Context: an optimization exercise on an open-source flow, tuned for a short achievable clock period and few clock cycles. The choices shown serve that exercise and are no tape-out recipe. In this exercise RTL edits were held to simulation tests only and were not proved equivalent to the original. Power figures rest on the tool's default switching activity, not on a simulated workload.

==> flow/design.v <==
module core_mc (
  input  logic        clk,
  input  logic        reset,
  output logic        mem_req,
  output logic        mem_we,
  output logic [31:0] mem_addr,
  output logic [31:0] mem_wdata,
  input  logic [31:0] mem_rdata,
  input  logic        mem_ready,
  output logic [31:0] pc_o,
  output logic        retire,
  output logic        halted,
  input  logic [4:0]  dbg_sel,
  output logic [31:0] dbg_data
);
  function automatic logic [31:0] add32(input logic [31:0] x, input logic [31:0] y,
                                        input logic ci);
    logic [31:0] g, p, gg, pp;
    g     = x & y;
    p     = x ^ y;
    gg    = g;
    pp    = p;
    gg[0] = g[0] | (p[0] & ci);
    for (int d = 1; d < 32; d = d * 2) begin
      for (int i = 31; i >= d; i--) begin
        gg[i] = gg[i] | (pp[i] & gg[i-d]);
        pp[i] = pp[i] & pp[i-d];
      end
    end
    add32 = p ^ {gg[30:0], ci};
  endfunction
  localparam int CW = 6;     
  localparam int PW = 40;    
  logic [31:0] r_regs [1:31];
  logic [31:0] r_ir;       
  logic [31:0] r_pc;       
  logic [31:0] r_pc4;      
  logic [31:0] r_pc8;      
  logic [31:0] r_tgt;      
  logic [31:0] r_a, r_b;   
  logic [31:0] r_b2;       
  logic        r_cin;      
  logic [31:0] r_ma;       
  logic        r_mav;
  logic        r_ev;       
  logic        r_halt;
  logic        r_mem;      
  logic        r_lw, r_sw, r_jal;
  logic        r_tk;       
  logic        r_hn;       
  logic        r_pcj;      
  logic        r_spf;      
  logic        r_wra;      
  logic        r_wrl;      
  logic        r_fand, r_for, r_fxor, r_fslt;
  logic [31:0]        c_data [1<<CW];
  logic [10-CW:0]     c_tag  [1<<CW];
  logic [(1<<CW)-1:0] c_val;
  logic [31:0]        c_next;   
  logic               c_nhit;
  logic        r_fv;       
  logic [10:2] r_fa;
  logic [31:0] r_fd;
  logic [31:0] r_pf;       
  logic        r_pfw;      
  logic [4:0] rd;
  assign rd = r_ir[11:7];
  logic [31:0] sum, alu;
  logic        slt;
  assign sum = add32(r_a, r_b2, r_cin);
  assign slt = (r_a[31] ^ r_b[31]) ? r_a[31] : sum[31];
  always_comb begin
    if (r_jal)        alu = r_pc4;
    else if (r_fand)  alu = r_a & r_b;
    else if (r_for)   alu = r_a | r_b;
    else if (r_fxor)  alu = r_a ^ r_b;
    else if (r_fslt)  alu = {31'd0, slt};
    else              alu = sum;
  end
  logic        halt_now, stop, ex_mem, mem_go, use_c, w_wr, c_clr;
  logic [31:0] nf, nf4, wval, tgt4;
  assign halt_now = r_ev & ~r_pfw & r_hn;
  assign stop     = r_halt | halt_now;
  assign ex_mem   = r_ev & r_mem;
  assign mem_go   = ex_mem & r_mav & ~r_pfw;
  assign use_c    = r_ev & r_spf & ~r_pfw;
  assign tgt4     = add32(r_tgt, 32'd4, 1'b0);
  assign nf       = ~r_ev ? r_pc  : (r_tk ? r_tgt : r_pc4);
  assign nf4      = ~r_ev ? r_pc4 : (r_tk ? tgt4  : r_pc8);
  assign wval     = r_lw ? mem_rdata : alu;
  assign w_wr     = ~r_pfw & ((r_ev & r_wra) | (mem_go & mem_ready & r_wrl));
  assign c_clr    = mem_go & r_sw & mem_ready & (r_ma[31:11] == 21'd0);
  logic q_pf, q_pc, q_ma, q_tg, q_p4;   
  assign q_pf = r_pfw | use_c;
  assign q_pc = ~r_pfw & ~r_ev;
  assign q_ma = ~r_pfw & r_ev & r_mem;
  assign q_tg = ~r_pfw & r_ev & r_tk;
  assign q_p4 = ~r_pfw & r_ev & ~r_mem & ~r_tk & ~r_spf;
  assign mem_req   = ~reset & (r_pfw | (~stop & ~(ex_mem & ~r_mav)));
  assign mem_we    = ~reset & mem_go & r_sw;
  assign mem_addr  = ({32{q_pf}} & r_pf) | ({32{q_pc}} & r_pc) | ({32{q_ma}} & r_ma) |
                     ({32{q_tg}} & r_tgt) | ({32{q_p4}} & r_pc4);
  assign mem_wdata = r_b;
  assign retire    = ~r_pfw & (ex_mem ? (r_mav & mem_ready) : (r_ev & ~stop));
  assign halted    = stop;
  assign pc_o      = (r_ev & r_pcj) ? r_tgt : r_pc;
  always_comb begin
    dbg_data = 32'd0;
    for (int i = 1; i < 32; i++)
      dbg_data = dbg_data | (r_regs[i] & {32{dbg_sel == 5'(i)}});
  end
  logic       pf_ok, pf_req, pf_done, f_done, p_cached;
  logic [8:0] pf_dist, pf_ahead;
  assign pf_dist  = r_pf[10:2] - r_pc[10:2];
  assign pf_ok    = (r_pf[31:11] == 21'd0) && (pf_dist != 9'd0) && (pf_dist <= 9'(PW));
  assign pf_req   = r_pfw | (use_c & ~stop);
  assign pf_done  = pf_req & mem_ready;
  assign f_done   = ~r_pfw & ~stop & ~ex_mem & ~use_c & mem_ready;
  assign p_cached = c_val[r_pf[CW+1:2]] && (c_tag[r_pf[CW+1:2]] == r_pf[10:CW+2]);
  assign pf_ahead = r_pf[10:2] - nf[10:2];
  always_ff @(posedge clk) begin
    if (r_fv) begin
      c_data[r_fa[CW+1:2]] <= r_fd;
      c_tag[r_fa[CW+1:2]]  <= r_fa[10:CW+2];
    end
  end
  always_ff @(posedge clk or posedge reset) begin
    if (reset)      c_val <= '0;
    else if (c_clr) c_val <= '0;
    else if (r_fv)  c_val[r_fa[CW+1:2]] <= 1'b1;
  end
  always_ff @(posedge clk or posedge reset) begin
    if (reset) begin
      r_fv  <= 1'b0;
      r_fa  <= '0;
      r_fd  <= 32'd0;
      r_pf  <= 32'd0;
      r_pfw <= 1'b0;
    end else begin
      r_fv  <= 1'b0;
      r_pfw <= pf_req & ~mem_ready;
      if (pf_done) begin
        if (pf_ok) begin
          r_fv <= 1'b1;
          r_fa <= r_pf[10:2];
          r_fd <= mem_rdata;
          r_pf <= r_pf + 32'd4;
        end
      end else if (f_done) begin
        r_fv <= (nf[31:11] == 21'd0);
        r_fa <= nf[10:2];
        r_fd <= mem_rdata;
        if (!((r_pf[31:11] == 21'd0) && (nf[31:11] == 21'd0) &&
              (pf_ahead != 9'd0) && (pf_ahead <= 9'(PW))))
          r_pf <= nf4;
      end else if (!pf_req && p_cached && pf_ok) begin
        r_pf <= r_pf + 32'd4;
      end
    end
  end
  logic        advance, load_next, sel_c;
  logic [31:0] ni;
  assign advance   = ~stop & ~r_pfw & (ex_mem ? (r_mav & mem_ready) : 1'b1);
  assign sel_c     = ex_mem | use_c;
  assign load_next = ex_mem ? (c_nhit & ~c_clr) : (use_c | mem_ready);
  assign ni        = sel_c ? c_next : mem_rdata;
  logic [6:0] n_opc, n_f7;
  logic [2:0] n_f3;
  logic [4:0] n_rd, n_rs1, n_rs2;
  assign n_opc = ni[6:0];
  assign n_f3  = ni[14:12];
  assign n_f7  = ni[31:25];
  assign n_rd  = ni[11:7];
  assign n_rs1 = ni[19:15];
  assign n_rs2 = ni[24:20];
  logic n_r, n_sub, n_addi, n_lw, n_sw, n_beq, n_bne, n_jal, n_ill;
  assign n_sub  = (n_f7 == 7'h20) && (n_f3 == 3'b000);
  assign n_r    = (n_opc == 7'b0110011) &&
                  (((n_f7 == 7'h00) && (n_f3 == 3'b000 || n_f3 == 3'b111 || n_f3 == 3'b110 ||
                                        n_f3 == 3'b100 || n_f3 == 3'b010)) || n_sub);
  assign n_addi = (n_opc == 7'b0010011) && (n_f3 == 3'b000);
  assign n_lw   = (n_opc == 7'b0000011) && (n_f3 == 3'b010);
  assign n_sw   = (n_opc == 7'b0100011) && (n_f3 == 3'b010);
  assign n_beq  = (n_opc == 7'b1100011) && (n_f3 == 3'b000);
  assign n_bne  = (n_opc == 7'b1100011) && (n_f3 == 3'b001);
  assign n_jal  = (n_opc == 7'b1101111);
  assign n_ill  = ~(n_r | n_addi | n_lw | n_sw | n_beq | n_bne | n_jal);
  logic [31:0] fa, fb, ra, rb;
  always_comb begin
    fa = 32'd0;
    fb = 32'd0;
    for (int i = 1; i < 32; i++) begin
      fa = fa | (r_regs[i] & {32{n_rs1 == 5'(i)}});
      fb = fb | (r_regs[i] & {32{n_rs2 == 5'(i)}});
    end
  end
  logic byp_a, byp_b;
  assign byp_a = w_wr && (rd == n_rs1);
  assign byp_b = w_wr && (rd == n_rs2);
  assign ra    = byp_a ? wval : fa;
  assign rb    = byp_b ? wval : fb;
  logic [31:0] imm_i, imm_ls, boff;
  assign imm_i  = {{20{ni[31]}}, ni[31:20]};
  assign imm_ls = ni[5] ? {{20{ni[31]}}, ni[31:25], ni[11:7]} : imm_i;
  assign boff   = ni[2] ? {{12{ni[31]}}, ni[19:12], ni[20], ni[30:21], 1'b0}
                        : {{20{ni[31]}}, ni[7], ni[30:25], ni[11:8], 1'b0};
  logic n_eq, n_tk, n_subslt;
  assign n_eq     = (ra == rb);
  assign n_tk     = n_jal | (n_beq & n_eq) | (n_bne & ~n_eq);
  assign n_subslt = n_sub | (n_f3 == 3'b010);
  logic [CW-1:0] nidx;
  logic          nhit, n_pf, n_fill;
  logic [31:0]   nword;
  assign nidx   = nf4[CW+1:2];
  assign n_pf   = pf_done && pf_ok && (r_pf == nf4);
  assign n_fill = r_fv && (r_fa[CW+1:2] == nidx);
  assign nword  = n_pf ? mem_rdata : (n_fill ? r_fd : c_data[nidx]);
  assign nhit   = (nf4[31:11] == 21'd0) && ~c_clr &&
                  (n_pf || (n_fill ? (r_fa[10:CW+2] == nf4[10:CW+2])
                                   : (c_val[nidx] && (c_tag[nidx] == nf4[10:CW+2]))));
  always_ff @(posedge clk or posedge reset) begin
    if (reset) begin
      r_pc   <= 32'd0;
      r_pc4  <= 32'd4;
      r_pc8  <= 32'd8;
      r_tgt  <= 32'd0;
      r_ir   <= 32'd0;
      r_a    <= 32'd0;
      r_b    <= 32'd0;
      r_b2   <= 32'd0;
      r_cin  <= 1'b0;
      r_ma   <= 32'd0;
      r_mav  <= 1'b0;
      r_ev   <= 1'b0;
      r_halt <= 1'b0;
      r_mem  <= 1'b0;
      r_lw   <= 1'b0;
      r_sw   <= 1'b0;
      r_jal  <= 1'b0;
      r_tk   <= 1'b0;
      r_hn   <= 1'b0;
      r_pcj  <= 1'b0;
      r_spf  <= 1'b0;
      r_wra  <= 1'b0;
      r_wrl  <= 1'b0;
      r_fand <= 1'b0;
      r_for  <= 1'b0;
      r_fxor <= 1'b0;
      r_fslt <= 1'b0;
      c_next <= 32'd0;
      c_nhit <= 1'b0;
    end else begin
      if (c_clr) c_nhit <= 1'b0;
      if (halt_now) begin
        r_halt <= 1'b1;
      end else if (ex_mem && !r_mav && !r_pfw) begin
        r_ma  <= add32(r_a, r_ir[5] ? {{20{r_ir[31]}}, r_ir[31:25], r_ir[11:7]}
                                    : {{20{r_ir[31]}}, r_ir[31:20]}, 1'b0);
        r_mav <= 1'b1;
      end else if (advance) begin
        r_ev  <= load_next;
        r_pc  <= nf;
        r_pc4 <= nf4;
        r_pc8 <= add32(nf4, 32'd4, 1'b0);
        if (load_next) begin
          r_ir   <= ni;
          r_tgt  <= add32(nf, boff, 1'b0);
          r_a    <= ra;
          r_b    <= rb;
          r_b2   <= n_r ? (n_subslt ? ~rb : rb) : imm_i;
          r_cin  <= n_r & n_subslt;
          r_ma   <= add32(fa, imm_ls, 1'b0);
          r_mav  <= ~byp_a;
          r_mem  <= n_lw | n_sw;
          r_lw   <= n_lw;
          r_sw   <= n_sw;
          r_jal  <= n_jal;
          r_tk   <= n_tk;
          r_hn   <= n_ill | (n_tk & (n_jal ? ni[21] : ni[8]));
          r_pcj  <= n_jal & ~ni[21];
          r_spf  <= ~(n_lw | n_sw) & ~n_tk & nhit;
          r_wra  <= (n_r | n_addi | (n_jal & ~ni[21])) & (n_rd != 5'd0);
          r_wrl  <= n_lw & (n_rd != 5'd0);
          r_fand <= n_r & (n_f3 == 3'b111);
          r_for  <= n_r & (n_f3 == 3'b110);
          r_fxor <= n_r & (n_f3 == 3'b100);
          r_fslt <= n_r & (n_f3 == 3'b010);
          c_next <= nword;
          c_nhit <= nhit;
        end
      end
    end
  end
  always_ff @(posedge clk or posedge reset) begin
    if (reset) begin
      for (int i = 1; i < 32; i++) r_regs[i] <= 32'd0;
    end else if (w_wr) begin
      r_regs[rd] <= wval;
    end
  end
endmodule
==> flow/run.sh <==
#!/bin/bash
# synth_recipe.tcl (not shown) runs the flow's synth.tcl, then flattens the netlist and writes it again
# the make line also repeats each setting of config.mk as NAME=value (left out here)
make -C /OpenROAD-flow-scripts/flow DESIGN_CONFIG=/design/flow/config.mk WORK_HOME=/design/flow/orfs CLKGATE_MAP_FILE= SYNTH_SCRIPT=/design/flow/synth_recipe.tcl finish
==> flow/config.mk <==
export PLATFORM = sky130hd
export DESIGN_NAME = core_mc
export DESIGN_NICKNAME = core_mc
export VERILOG_FILES = /design/flow/design.v
export SDC_FILE = /design/flow/constraint.sdc
export NUM_CORES = 8
export LEC_CHECK = 0
export CAP_MARGIN = 20
export CORE_MARGIN = 2
export CORE_UTILIZATION = 30
export PLACE_DENSITY = 0.45
export SETUP_SLACK_MARGIN = 4.5
export SLEW_MARGIN = 20
==> flow/constraint.sdc <==
create_clock -name core_clock -period 10.0 [get_ports {clk}]
set_input_delay 2.0000 -clock core_clock [delete_from_list [all_inputs] [get_ports {clk}]]
set_output_delay 2.0000 -clock core_clock [all_outputs]
set_load 0.01 [all_outputs]
==> notes.md <==
[layer usage]
layer / GRT usage (%) / vias up
met5: 0.0862 / -
met4: 17.7 / 38
met3: 9.17 / 2976
met2: 44.3 / 9758
met1: 40.9 / 80400
li1: - / 65700
[worst max-delay path, delay by kind of cell]
family / cells / cell delay [ns]
buffers and inverters: 10 / 1.69
AO/OA/AOI/OAI: 11 / 1.85
adder cells (fa/ha/maj): 1 / 0.39
AND/OR/NAND/NOR: 7 / 1.43
[cell families after synthesis]
logic type                 synth area share [%]
muxes                                      2.37
adders and majority gates                  1.51
DFF                                        57.6
xor gates and xnor gates                   1.31
buffers and inverters                      3.56
and+or+nand+nor                            17.8
AOI/OAI and AO/OA                          15.8
[cells in the mapped netlist, types with 164 or more instances]
library cell,count
a22o_1,187
nor2_1,490
nand3_1,1406
a21oi_1,460
dfrtp_1,1452
a22oi_1,920
a221oi_1,164
ha_1,209
nand4_1,289
o21ai_0,1434
a311oi_1,364
and3_1,271
clkbuf_1,1152
nand2_1,4115
edfxtp_1,2240
inv_1,184
[flip-flops by register name (all words and copies together), names as in the netlist, 9 cells and up]
register and flops:
c_val 64, r_fa 9, r_ir 18, r_b 32, r_pc4 30, r_ma 32, r_tgt 32, r_b2 32
r_pf 32, r_a 32, r_pc 32, r_pc8 32, r_fd 32, r_regs 992, c_tag 192, c_data 2048
c_next 32
[power by group]
| part | internal [mW] | switching (mW) | total, mW |
|---|---|---|---|
| Clock | 8.73 | 6.79 | 15.5 |
| Combinational | 7.70 | 20.1 | 27.8 |
| Sequential | 18.3 | 1.12 | 19.4 |
| Total | 34.7 | 28.0 | 62.7 |
[area by class of cell]
class / count / share of cell area, %
clock inverter: 205 / 0.894
antenna: 43 / 0.0496
tap: 8008 / 4.62
multi-input combinational: 12200 / 34.2
clock buffer: 562 / 5.30
inverter: 189 / 0.347
sequential: 3694 / 47.8
timing repair buffer: 1395 / 6.79
[how the worst min path moves through the flow]
stage                        start  endpoint  slack [ns]  cells after the start
final                     r_pc8[3]  r_pc8[3]        0.47                      2
after global routing          r_sw      r_sw        0.50                      2
after floorplan           r_pc8[3]  r_pc8[3]        0.44                      2
after CTS                 r_pc8[3]  r_pc8[3]        0.47                      2
after detailed placement  r_pc8[3]  r_pc8[3]        0.46                      2
after global placement    r_pc8[3]  r_pc8[3]        0.45                      2
[stage by stage]
step	setup WS (ns)	cells	cell area, um^2	power (mW)
2_1_floorplan	-12.13	17500	180000	34.6
3_3_place_gp	0.359	25000	194000	46.1
3_5_place_dp	0.320	25000	194000	46.2
4_1_cts	3.63	26200	215000	62.4
5_1_grt	3.44	26300	217000	65.5
6_report	3.44	26300	217000	62.7
[timing repair]
action,CTS,global route
gates cloned,24,4
endpoints found under the setup margin,312,128
pin swaps,278,180
buffers inserted,413,89
resized for setup,1053,254
==> notes.md <==
- Power per standard cell area: 289 mW/mm^2
- Sequential cell area: 0.104 mm^2
- CTS tree: built
- Clk latency of the worst-skew pair: 1.11 ns
- CTS Root Cell: clkbuf_16
- Die ar.: 0.606 mm^2
- WL met1: 396 mm
- Routed vias: 159,000
- Initial antenna violation count: 67
- Setup TNS: 0 ns
- Largest net degree at the start of global routing: 233
- Clock Skew: 0.156 ns
- Fillers: 59,500
- R2r setup slk: 3.60 ns
- Total global routing overflow: 0
- Synth Register Bits: 3,694
- Post-synth cell types: 118
- Post-synth EDFFs: 2,240
- Hold crit path type: flop to flop
- Setup violators final: 0
- RSZ-0062 raised after global routing: true
- HPWL after DPL: 622 mm
- Max Cap Violations: 0
- Core ar.: 0.598 mm^2
- Crit path DAT: 7.40 ns
- Input/output buffers: 171
- FMAX: 0.153 GHz
- FF-to-FF Start: r_pfw
- Layout area overhead: 20.7%
- Met2 WL: 402 mm
- End of the critical path: r_ma[29]
- Crit end category: flop
- Routed met3 length: 99.3 mm
- Layout cells sized above 1: 15.7%
- Initial Util: 30.1%
- Final Hold Slack: 0.466 ns
- Post-route ant nets: 0
- Worst Path Max Fanout: 20
- Reg clk slew, reported paths: 0.06 ns
- GRT Total Usage: 30.7%
- Worst setup SP type: input port
- Leak: 81.8 nW
- Status: no timing/DRC/antenna violations
- Worst reg-to-reg path cell count: 27
- Die width: 778 um
- FFs w/ async S/R, synth: 39.4%
- Leading cell type in the layout, fill and taps excluded: nand2_1
- Worst Path Required: 10.84 ns
- Crit path time final: 6.56 ns
- Routed wire per std cell: 36.8 um
- Rows: 284
- Critical Path Slowest Stage Cell: nor4_4
- Worst path max stage delay: 0.54 ns
- Share of the synthesized area in the top cell type: 37.4%
- CTS sink count: 3,694
- Post-route DRC: 0
- CTS max path bufs: 4
- Setup CP Type: input port to flop
- Yosys warning count: 2
- Num CTS Buffers: 421
- Multi-input logic area: 0.0743 mm^2
- Tcrit/Tclk final: 65.6%
- FF-to-FF End: r_ma[29]
- Uppermost layer routed: met5
- Final max-slew violation count: 0
- I/O pins: 172
- Final design utilization: 36.3%
- Most common flop cell mapped by yosys: edfxtp_1
- Chip height: 778 um
- Mean post-synth cell area: 10.3 um^2
- CP startpoint: mem_rdata[17]
- DRT iter0 DRCs: 22,600
- Yosys top cell by area: edfxtp_1
- Synth top area cells: edfxtp_1 (37%), dfrtp_1 (20%), nand2_1 (8.6%), o21ai_0 (4.0%), nand3_1 (3.9%)
- Vias/cell: 6.04
- CTS Hold Bufs: 0
- Syn Inst Count: 17,500
- Synth Net Count: 17,800
- Routability Congestion: 1.07
- Relative slew margins: 19.4%
- Worst VDD drop: 347 uV
- Most frequent cells in the layout: nand2_1 (4,071), edfxtp_1 (2,240), dfrtp_1 (1,406)
- First-pass GRT wire length: 1300 mm
- Max H-tree Level: 5
- Register area share after synthesis: 57.6%
- Cell area after synthesis: 0.180 mm^2
- Vias in the first global route: 147,000
- Worst-Margin Slew: 1.20 ns
- Final nets: 18,200
- Final hold violations: 0
- Post-Route WL: 968 mm
- Drt pass-1 iters: 12
Testbench counts, summed over its fixed seeds: cycles 49,914.

==> what the ideal ports hide <==
Ports are ideal in the flow. The routed layout listed here was re-timed in OpenROAD.
Step 1 (the two cells are an assumption about what drives the block):
set clk [get_ports {clk}]
set_driving_cell -lib_cell sky130_fd_sc_hd__clkbuf_16 $clk
set_driving_cell -lib_cell sky130_fd_sc_hd__buf_2 [delete_from_list [all_inputs] $clk]
Step 2, shift: input delay + t, output delay - t, t = (earliest + latest rising clock arrival at the registers) / 2. This alone moves slack from input paths to output paths.
Slacks: ideal ports / drivers / drivers and shift; pairs: ideal ports / drivers.
shift t [ns]: 1.156
setup slack, ns: 3.444 / 3.519 / 2.363
worst setup path after step 2: input to register
latest minus earliest clock arrival (ns): 0.156 / 0.156
After both steps this run still meets setup and hold. The setup slack of this run moves by +0.075 ns with the drivers and by -1.081 ns with both steps.
